What follows belongs to an exercise in optimizing a design on an open flow for small area, a short achievable clock period and few clock cycles; a production flow would make more cautious choices. Function was checked by simulation only, so behaviour that the tests miss may differ from the original. Power is estimated from default activity; no workload was simulated.

==> config.mk <==
export PLATFORM = sky130hd
export DESIGN_NAME = buddy_memory_allocator
export DESIGN_NICKNAME = buddy_memory_allocator
export VERILOG_FILES = /design/flow/design.v
export SDC_FILE = /design/flow/constraint.sdc
export NUM_CORES = 4
export LEC_CHECK = 0
export CAP_MARGIN = 20
export CORE_MARGIN = 2
export CORE_UTILIZATION = 40
export SLEW_MARGIN = 20
==> constraint.sdc <==
create_clock -name core_clock -period 6.5 [get_ports {clk}]
set_input_delay 1.3000 -clock core_clock [delete_from_list [all_inputs] [get_ports {clk}]]
set_output_delay 1.3000 -clock core_clock [all_outputs]
set_load 0.01 [all_outputs]
==> design.v <==
package bma_pkg;
	localparam int WORD_W = 32;
	localparam int BIT_W = 5;
	localparam int DEF_MAX_ORDER = 10;
	localparam logic [1:0] ST_OK = 2'd0;
	localparam logic [1:0] ST_NOSPACE = 2'd1;
	localparam logic [1:0] ST_BADSIZE = 2'd2;
	typedef logic [1:0] status_t;
	function automatic int rows_of(input int o, input int mo);
		int c;
		c = 1 << (mo - o);
		rows_of = (c > WORD_W) ? (c >> BIT_W) : 1;
	endfunction
	function automatic int row_base(input int o, input int mo);
		int s;
		s = 0;
		for (int q = 0; q < o; q++) begin
			s += rows_of(q, mo);
		end
		row_base = s;
	endfunction
	function automatic int map_rows(input int mo);
		map_rows = row_base(mo, mo) + 1;
	endfunction
endpackage
module bma_map_ram #(
	parameter int DEPTH = 63,
	parameter int AW = 6
) (
	input  logic              clk,
	input  logic              rd_en,
	input  logic [AW-1:0]     rd_addr,
	output logic [bma_pkg::WORD_W-1:0] rd_data,
	input  logic              wr_en,
	input  logic [AW-1:0]     wr_addr,
	input  logic [bma_pkg::WORD_W-1:0] wr_data
);
	logic [bma_pkg::WORD_W-1:0] mem [DEPTH];
	always_ff @(posedge clk) begin
		if (wr_en) begin
			mem[wr_addr] <= wr_data;
		end
	end
	always_ff @(posedge clk) begin
		if (rd_en) begin
			rd_data <= mem[rd_addr];
		end
	end
endmodule
module bma_ctrl #(
	parameter int MAX_ORDER = bma_pkg::DEF_MAX_ORDER,
	parameter int ROWS = bma_pkg::map_rows(bma_pkg::DEF_MAX_ORDER),
	parameter int ROW_W = $clog2(bma_pkg::map_rows(bma_pkg::DEF_MAX_ORDER))
) (
	input  logic                 clk,
	input  logic                 arst_n,
	input  logic                 req_valid,
	output logic                 req_ready,
	input  logic                 req_type,
	input  logic [MAX_ORDER:0]   req_size,
	input  logic [MAX_ORDER-1:0] free_address,
	output logic                 res_valid,
	input  logic                 res_ready,
	output bma_pkg::status_t              res_status,
	output logic [MAX_ORDER-1:0] res_start,
	output logic [MAX_ORDER-1:0] res_end,
	output logic                 rd_en,
	output logic [ROW_W-1:0]     rd_addr,
	input  logic [bma_pkg::WORD_W-1:0]    rd_data,
	output logic                 wr_en,
	output logic [ROW_W-1:0]     wr_addr,
	output logic [bma_pkg::WORD_W-1:0]    wr_data
);
	localparam int AW = MAX_ORDER;
	localparam int ORD_W = $clog2(MAX_ORDER + 1);
	localparam int IDX_W = (MAX_ORDER > bma_pkg::BIT_W) ? MAX_ORDER : bma_pkg::BIT_W;
	localparam logic [ORD_W-1:0] ORD_MAX = ORD_W'(MAX_ORDER);
	localparam logic [ROW_W-1:0] ROW_LAST = ROW_W'(ROWS - 1);
	localparam logic [3:0] S_CLEAR = 4'd0;
	localparam logic [3:0] S_IDLE  = 4'd1;
	localparam logic [3:0] S_ARD   = 4'd2;
	localparam logic [3:0] S_ACHK  = 4'd3;
	localparam logic [3:0] S_SRD   = 4'd4;
	localparam logic [3:0] S_SWR   = 4'd5;
	localparam logic [3:0] S_FRD   = 4'd6;
	localparam logic [3:0] S_FCHK  = 4'd7;
	localparam logic [3:0] S_DONE  = 4'd8;
	logic [ROW_W-1:0] base_tab [MAX_ORDER+1];
	logic [ROW_W-1:0] last_tab [MAX_ORDER+1];
	for (genvar g = 0; g <= MAX_ORDER; g++) begin : g_tab
		assign base_tab[g] = ROW_W'(bma_pkg::row_base(g, MAX_ORDER));
		assign last_tab[g] = ROW_W'(bma_pkg::row_base(g, MAX_ORDER) + bma_pkg::rows_of(g, MAX_ORDER) - 1);
	end
	logic [3:0]       state_q;
	logic [ROW_W-1:0] row_q;
	logic [ORD_W-1:0] ord_q;
	logic [ORD_W-1:0] tgt_q;
	logic [AW-1:0]    addr_q;
	bma_pkg::status_t          status_q;
	logic [AW-1:0]    start_q;
	logic [AW-1:0]    end_q;
	function automatic logic [AW-1:0] low_mask(input logic [ORD_W-1:0] o);
		logic [AW:0] one;
		one = (AW+1)'(1) << o;
		low_mask = AW'(one - 1'b1);
	endfunction
	function automatic logic [ORD_W-1:0] order_of(input logic [AW:0] s);
		logic [AW:0] d;
		logic [ORD_W-1:0] k;
		d = s - 1'b1;
		k = '0;
		for (int b = 0; b < AW; b++) begin
			if (d[b]) begin
				k = ORD_W'(b + 1);
			end
		end
		order_of = k;
	endfunction
	function automatic logic [ROW_W-1:0] row_of(input logic [ORD_W-1:0] o,
			input logic [IDX_W-1:0] i);
		logic [IDX_W-1:0] hi;
		hi = i >> bma_pkg::BIT_W;
		row_of = base_tab[o] + ROW_W'(hi);
	endfunction
	logic [ORD_W-1:0] req_ord;
	logic             req_bad;
	logic [AW-1:0]    req_addr;
	always_comb begin
		req_ord = order_of(req_size);
		req_bad = (req_size == '0) || (req_size > (AW+1)'(1 << MAX_ORDER));
		req_addr = free_address & ~low_mask(req_ord);
	end
	logic [bma_pkg::BIT_W-1:0] low_bit;
	always_comb begin
		low_bit = '0;
		for (int b = bma_pkg::WORD_W - 1; b >= 0; b--) begin
			if (rd_data[b]) begin
				low_bit = bma_pkg::BIT_W'(b);
			end
		end
	end
	logic [ROW_W-1:0]       rel_row;
	logic [ROW_W+bma_pkg::BIT_W-1:0] found_cat;
	logic [IDX_W-1:0]       found_idx;
	logic [AW-1:0]          found_addr;
	always_comb begin
		rel_row = row_q - base_tab[ord_q];
		found_cat = {rel_row, low_bit};
		found_idx = IDX_W'(found_cat);
		found_addr = AW'(found_idx << ord_q);
	end
	logic [ORD_W-1:0] ord_dn;
	logic [ORD_W-1:0] ord_up;
	logic [IDX_W-1:0] found_half;
	logic [IDX_W-1:0] split_half;
	logic [IDX_W-1:0] split_idx;
	logic [IDX_W-1:0] self_idx;
	logic [bma_pkg::BIT_W-1:0] buddy_bit;
	logic [AW-1:0]    merged_addr;
	logic [IDX_W-1:0] merged_idx;
	always_comb begin
		ord_dn = ord_q - 1'b1;
		ord_up = ord_q + 1'b1;
		found_half = (IDX_W'(found_addr) >> ord_dn) | IDX_W'(1);
		split_half = (IDX_W'(addr_q) >> ord_dn) | IDX_W'(1);
		split_idx = (IDX_W'(addr_q) >> ord_q) | IDX_W'(1);
		self_idx = IDX_W'(addr_q) >> ord_q;
		buddy_bit = self_idx[bma_pkg::BIT_W-1:0] ^ bma_pkg::BIT_W'(1);
		merged_addr = addr_q & ~(AW'(1) << ord_q);
		merged_idx = IDX_W'(merged_addr) >> ord_up;
	end
	always_comb begin
		rd_en = (state_q == S_ARD) || (state_q == S_SRD) || (state_q == S_FRD);
		rd_addr = row_q;
		wr_en = 1'b0;
		wr_addr = row_q;
		wr_data = rd_data;
		unique case (state_q)
			S_CLEAR: begin
				wr_en = 1'b1;
				wr_data = (row_q == ROW_LAST) ? bma_pkg::WORD_W'(1) : '0;
			end
			S_ACHK: begin
				wr_en = (rd_data != '0);
				wr_data = rd_data & ~(bma_pkg::WORD_W'(1) << low_bit);
			end
			S_SWR: begin
				wr_en = 1'b1;
				wr_data = rd_data | (bma_pkg::WORD_W'(1) << split_idx[bma_pkg::BIT_W-1:0]);
			end
			S_FCHK: begin
				wr_en = 1'b1;
				if (ord_q != ORD_MAX && rd_data[buddy_bit]) begin
					wr_data = rd_data & ~(bma_pkg::WORD_W'(1) << buddy_bit);
				end else begin
					wr_data = rd_data | (bma_pkg::WORD_W'(1) << self_idx[bma_pkg::BIT_W-1:0]);
				end
			end
			default: begin
				wr_en = 1'b0;
			end
		endcase
	end
	always_ff @(posedge clk or negedge arst_n) begin
		if (!arst_n) begin
			state_q <= S_CLEAR;
			row_q <= '0;
		end else begin
			unique case (state_q)
				S_CLEAR: begin
					row_q <= row_q + 1'b1;
					if (row_q == ROW_LAST) begin
						state_q <= S_IDLE;
					end
				end
				S_IDLE: begin
					if (req_valid) begin
						ord_q <= req_ord;
						tgt_q <= req_ord;
						addr_q <= req_addr;
						if (req_bad) begin
							status_q <= bma_pkg::ST_BADSIZE;
							start_q <= '0;
							end_q <= '0;
							state_q <= S_DONE;
						end else if (!req_type) begin
							row_q <= base_tab[req_ord];
							state_q <= S_ARD;
						end else begin
							row_q <= row_of(req_ord, IDX_W'(req_addr) >> req_ord);
							state_q <= S_FRD;
						end
					end
				end
				S_ARD: begin
					state_q <= S_ACHK;
				end
				S_ACHK: begin
					if (rd_data != '0) begin
						addr_q <= found_addr;
						if (ord_q == tgt_q) begin
							status_q <= bma_pkg::ST_OK;
							start_q <= found_addr;
							end_q <= found_addr | low_mask(tgt_q);
							state_q <= S_DONE;
						end else begin
							ord_q <= ord_dn;
							row_q <= row_of(ord_dn, found_half);
							state_q <= S_SRD;
						end
					end else if (row_q == last_tab[ord_q] && ord_q == ORD_MAX) begin
						status_q <= bma_pkg::ST_NOSPACE;
						start_q <= '0;
						end_q <= '0;
						state_q <= S_DONE;
					end else begin
						if (row_q == last_tab[ord_q]) begin
							ord_q <= ord_up;
						end
						row_q <= row_q + 1'b1;
						state_q <= S_ARD;
					end
				end
				S_SRD: begin
					state_q <= S_SWR;
				end
				S_SWR: begin
					if (ord_q == tgt_q) begin
						status_q <= bma_pkg::ST_OK;
						start_q <= addr_q;
						end_q <= addr_q | low_mask(tgt_q);
						state_q <= S_DONE;
					end else begin
						ord_q <= ord_dn;
						row_q <= row_of(ord_dn, split_half);
						state_q <= S_SRD;
					end
				end
				S_FRD: begin
					state_q <= S_FCHK;
				end
				S_FCHK: begin
					if (ord_q != ORD_MAX && rd_data[buddy_bit]) begin
						ord_q <= ord_up;
						addr_q <= merged_addr;
						row_q <= row_of(ord_up, merged_idx);
						state_q <= S_FRD;
					end else begin
						status_q <= bma_pkg::ST_OK;
						start_q <= addr_q;
						end_q <= addr_q | low_mask(ord_q);
						state_q <= S_DONE;
					end
				end
				S_DONE: begin
					if (res_ready) begin
						state_q <= S_IDLE;
					end
				end
				default: begin
					state_q <= S_IDLE;
				end
			endcase
		end
	end
	assign req_ready = (state_q == S_IDLE);
	assign res_valid = (state_q == S_DONE);
	assign res_status = status_q;
	assign res_start = start_q;
	assign res_end = end_q;
endmodule
module buddy_memory_allocator #(
	parameter int MAX_ORDER = bma_pkg::DEF_MAX_ORDER
) (
	input  logic                 clk,
	input  logic                 arst_n,
	input  logic                 req_valid,
	output logic                 req_ready,
	input  logic                 req_type,
	input  logic [MAX_ORDER:0]   req_size,
	input  logic [MAX_ORDER-1:0] free_address,
	output logic                 rsp_valid,
	input  logic                 rsp_ready,
	output logic [1:0]           status,
	output logic [MAX_ORDER-1:0] block_start,
	output logic [MAX_ORDER-1:0] block_end
);
	localparam int ROWS = bma_pkg::map_rows(MAX_ORDER);
	localparam int ROW_W = $clog2(ROWS);
	logic              res_valid;
	logic              res_ready;
	bma_pkg::status_t           res_status;
	logic [MAX_ORDER-1:0] res_start;
	logic [MAX_ORDER-1:0] res_end;
	logic              rd_en;
	logic [ROW_W-1:0]  rd_addr;
	logic [bma_pkg::WORD_W-1:0] rd_data;
	logic              wr_en;
	logic [ROW_W-1:0]  wr_addr;
	logic [bma_pkg::WORD_W-1:0] wr_data;
	bma_ctrl #(
		.MAX_ORDER (MAX_ORDER),
		.ROWS      (ROWS),
		.ROW_W     (ROW_W)
	) u_ctrl (
		.clk          (clk),
		.arst_n       (arst_n),
		.req_valid    (req_valid),
		.req_ready    (req_ready),
		.req_type     (req_type),
		.req_size     (req_size),
		.free_address (free_address),
		.res_valid    (res_valid),
		.res_ready    (res_ready),
		.res_status   (res_status),
		.res_start    (res_start),
		.res_end      (res_end),
		.rd_en        (rd_en),
		.rd_addr      (rd_addr),
		.rd_data      (rd_data),
		.wr_en        (wr_en),
		.wr_addr      (wr_addr),
		.wr_data      (wr_data)
	);
	bma_map_ram #(
		.DEPTH (ROWS),
		.AW    (ROW_W)
	) u_map (
		.clk     (clk),
		.rd_en   (rd_en),
		.rd_addr (rd_addr),
		.rd_data (rd_data),
		.wr_en   (wr_en),
		.wr_addr (wr_addr),
		.wr_data (wr_data)
	);
	logic                 out_valid_q;
	bma_pkg::status_t              status_q;
	logic [MAX_ORDER-1:0] start_q;
	logic [MAX_ORDER-1:0] end_q;
	assign res_ready = !out_valid_q || rsp_ready;
	always_ff @(posedge clk or negedge arst_n) begin
		if (!arst_n) begin
			out_valid_q <= 1'b0;
		end else if (res_ready) begin
			out_valid_q <= res_valid;
		end
	end
	always_ff @(posedge clk) begin
		if (res_ready && res_valid) begin
			status_q <= res_status;
			start_q <= res_start;
			end_q <= res_end;
		end
	end
	assign rsp_valid = out_valid_q;
	assign status = status_q;
	assign block_start = start_q;
	assign block_end = end_q;
endmodule
==> run.sh <==
#!/bin/bash
# synth_recipe.tcl (not shown) runs the flow's synth.tcl, then flattens the netlist and writes it again
# the make line also repeats each setting of config.mk as NAME=value (left out here)
make -C /OpenROAD-flow-scripts/flow DESIGN_CONFIG=/design/flow/config.mk WORK_HOME=/design/flow/orfs CLKGATE_MAP_FILE= SYNTH_SCRIPT=/design/flow/synth_recipe.tcl finish
==> results.txt <==
cell families (layout without fill, tap and decap cells):
group / Yosys count / in the layout / synth area share [%]
flops: 2282 / 2282 / 76.6
compound gates: 1771 / 1771 / 14.4
simple gates: 762 / 762 / 4.11
buf+inv: 423 / 783 / 1.80
mux: 101 / 101 / 1.94
xor+xnor: 52 / 52 / 0.510
fa+ha+maj: 44 / 44 / 0.658
other cells: 0 / 4 / 0
layout make-up:
class                           instances  area [sq um]  share of cell area [%]
Antenna cell                            4          10.0                 0.00972
Clock inverter                        141          1570                    1.53
Sequential cell                      2282         68500                    66.5
Timing Repair Buffer                  330          3190                    3.10
Tap cell                             2975          3720                    3.62
Multi-Input combinational cell       2730         20200                    19.6
Inverter                               54           203                   0.197
Clock buffer                          258          5580                    5.42
sequential cells by signal (all words and copies together) (netlist names):
register / flops
start_q: 10
u_ctrl.start_q: 10
u_ctrl.row_q: 7
status_q: 2
u_ctrl.end_q: 10
u_ctrl.addr_q: 10
u_map.mem: 2176
end_q: 10
u_ctrl.ord_q: 4
out_valid_q: 1
u_map.rd_data: 32
u_ctrl.tgt_q: 4
u_ctrl.state_q: 4
u_ctrl.status_q: 2
cells in the final DEF (no fill, tap or decap), drive strengths merged, types with 15 or more instances in the layout:
cell / Yosys / final
clkbuf: 283 / 258
xor2: 23 / 23
mux2: 15 / 15
a21o: 22 / 22
nor4: 20 / 20
a22oi: 878 / 878
clkdlybuf4s50: 0 / 49
buf: 86 / 281
or2: 17 / 17
o22ai: 23 / 23
o21ai: 161 / 161
inv: 52 / 60
nor2: 219 / 219
mux4: 56 / 56
nor3: 59 / 59
edfxtp: 2270 / 2270
nand2: 197 / 197
a2111oi: 15 / 15
a211oi: 21 / 21
o31ai: 16 / 16
a22o: 84 / 84
nand2b: 20 / 20
a41oi: 94 / 94
mux2i: 30 / 30
a21oi: 172 / 172
o211ai: 24 / 24
nand4: 117 / 117
ha: 39 / 39
a221oi: 82 / 82
nand3: 43 / 43
bufinv: 0 / 30
nor2b: 27 / 27
xnor2: 29 / 29
clkinv: 2 / 91
a31oi: 80 / 80
critical path: cells and delay by family (launching register included):
| kind | cells | cell delay (ns) |
|---|---|---|
| fa+ha+maj | 5 | 1.60 |
| buf+inv | 3 | 0.39 |
| simple gates | 3 | 0.33 |
| xor+xnor | 2 | 0.26 |
| compound gates | 12 | 2.27 |
| flops | 1 | 0.45 |
| mux | 3 | 0.72 |
routing by layer:
metal / vias up / share of wire (%) / GRT usage [%] / wire length (um)
met5: - / 0.039 / 0 / 110
met4: 12 / 4.8 / 10.9 / 13700
met3: 516 / 8.9 / 4.07 / 25200
met2: 3025 / 46 / 38.0 / 131000
met1: 28679 / 40 / 33.3 / 114000
li1: 22978 / - / - / -
through the flow:
step	std cells	power, W
final	8774	0.0500
after global routing	8771	0.0514
after floorplan	5435	0.0289
after CTS	8769	0.0499
after global placement	8368	0.0370
after detailed placement	8370	0.0372
timing repair:
item / CTS / global route
setup buffers: 0 / 0
resized for setup: 0 / 2
setup endpoints to repair: 0 / 2
hold endpoints to repair: 0 / 0
where the power goes:
part	total [W]	leakage [nW]	internal, W	switching [W]
clock	0.0128	3.47	0.00732	0.00546
sequential	0.0204	20.8	0.0201	0.000349
combinational	0.0168	7.15	0.00420	0.0126
path summary, 6_finish.rpt:
check	start	end	slack [ns]	depth (start not counted)
max	u_ctrl.ord_q[1]$_DFFE_PP_	u_ctrl.row_q[6]$_DFFE_PN0P_	0.35	28
min	u_ctrl.end_q[0]$_DFFE_PP_	end_q[0]$_DFFE_PP_	0.42	0
max reg2reg	u_ctrl.ord_q[1]$_DFFE_PP_	u_ctrl.row_q[6]$_DFFE_PN0P_	0.35	28
min reg2reg	u_ctrl.end_q[0]$_DFFE_PP_	end_q[0]$_DFFE_PP_	0.42	0
max in group asynchronous	arst_n	u_ctrl.row_q[4]$_DFFE_PN0P_	5.08	1
min in group asynchronous	arst_n	u_ctrl.row_q[4]$_DFFE_PN0P_	0.87	1
==> results.sh <==
export IMPL_drt_iter0_markers=7198
export IMPL_start_util_pct=40.2
export IMPL_postRouteAntennaNets=0
export IMPL_rsz0062_at_grt="no"
export IMPL_finalSetupTns_ns=0
export IMPL_hold_violations=0
export IMPL_cp_end_kind="flop"
export IMPL_worstPathRequired_ns=7.25
export IMPL_syn_inst=5435
export IMPL_pin_count=50
export IMPL_whs_ns=0.418
export IMPL_setup_viol=0
export IMPL_relSlewSlack_pct=18.0
export IMPL_antenna_found_initial=11
export IMPL_io_buffers=49
export IMPL_fp_coreArea_sq_mm=0.222
export IMPL_yosysTopAreaCellShare_pct=76.3
export IMPL_hpwlAfterDp_um=162000
export IMPL_htree_levels=4
export IMPL_cts_made_buffers=214
export IMPL_grt_max_degree=110
export IMPL_synthFlopType="edfxtp_1"
export IMPL_netlist_top_cells_count="edfxtp_1 (2,270), a22oi_1 (878), clkbuf_1 (283), nor2_1 (219), nand2_1 (197)"
export IMPL_post_route_util_pct=46.3
export IMPL_drc_errors=0
export IMPL_ir_worst_vdd_mv=0.439
export IMPL_period_minus_slack_ns=6.15
export IMPL_cts_tree="done"
export IMPL_grt_pass1_wl_um=399000
export IMPL_worst_pin_slew_ns=1.22
export IMPL_grt_pass1_vias=52565
export IMPL_synth_seq_cells=2282
export IMPL_post_place_ws_ns=-0.127
export IMPL_synth_edf_count=2270
export IMPL_hold_path_class="flop to flop"
export IMPL_p_leak_nw=31.5
export IMPL_powerDensity_mw_per_mm2=486
export IMPL_cp_arrival_ns=6.90
export IMPL_maxCapViolations=0
export IMPL_placed_area_sq_mm=0.0957
export IMPL_syn_nets=5505
export IMPL_critPathLaunchType="flop"
export IMPL_fin_ws_ns=0.349
export IMPL_status="finished clean"
export IMPL_std_cell_rows=173
export IMPL_grtUsageTotal_pct=24.2
export IMPL_avgSynthCellArea_sq_um=16.4
export IMPL_via_per_inst=6.29
export IMPL_die_w_um=477
export IMPL_async_flop_share_pct=0.526
export IMPL_critPathKind="flop to flop"
export IMPL_synth_cell_type_count=86
export IMPL_fin_area_sq_mm=0.103
export IMPL_cts_hold_buf=0
export IMPL_drt_first_pass_iters=6
export IMPL_finalCritPeriodShare_pct=94.6
export IMPL_cts_root_buffer="clkbuf_16"
export IMPL_synth_largest_area_cell="edfxtp_1"
export IMPL_drive_gt1_share_pct=14.2
export IMPL_gr_total_overflow=0
export IMPL_totalWireLength_um=284000
export IMPL_skew_ns=0.0423
export IMPL_cts_sinks=2282
export IMPL_crit_fanout=11
export IMPL_yosysMostFrequentCell="edfxtp_1"
export IMPL_ys_seq_area_share_pct=76.6
export IMPL_yosys_warnings=5
export IMPL_clock_latency_ns=0.88
export IMPL_fillers=18953
export IMPL_routabilityCongestion=0.961
export IMPL_die_h_um=477
export IMPL_yosys_top_cells_area="edfxtp_1 (76%), a22oi_1 (7.4%), mux4_2 (1.4%), clkbuf_1 (1.2%), a21oi_1 (0.95%)"
export IMPL_wire_per_inst_um=32.4
export IMPL_crit_slowest_cell="mux4_2"
export IMPL_finish_net_count=5682
export IMPL_path_clk_slew_ns=0.07
export IMPL_worst_path_largest_cell_delay_ns=0.49
export IMPL_critPathMostFrequentCell="a21oi_1"
export IMPL_vias=55210
export IMPL_slew_viol_final=0
export IMPL_synth_cell_area_sq_mm=0.0894
export IMPL_cts_path_max_buffers=3
export IMPL_die_area_sq_mm=0.227
export IMPL_fmax_mhz=163
export IMPL_synthToLayoutAreaGrowth_pct=15.2
Testbench counts, summed over its fixed seeds: cycles 123,324.

[static timing again, ports no longer ideal]
In the flow no input, the clock included, has a driving cell. The finished layout below was timed again as built, in two steps. Step 1 sets driving cells, clkbuf_16 on the clock port and buf_2 on the other inputs (assumed; they add their load-dependent delay and slew). Step 2 moves the port delays by t, midway between the first and last clock arrival at a register: inputs arrive t later, outputs are due t later. That takes back most of the time a late clock gives input paths. Slacks: ideal / step 1 / step 2; pairs: ideal / step 1.
shift t [ns]: 0.958
setup slack, ns: 0.349 / 0.349 / -0.161
worst slew at a driven data input, ns: 0.04
With both steps, setup timing fails in this run, where it was met with ideal ports. For this run, drivers alone change the setup slack by 0.000 ns; drivers and shift together by -0.510 ns.
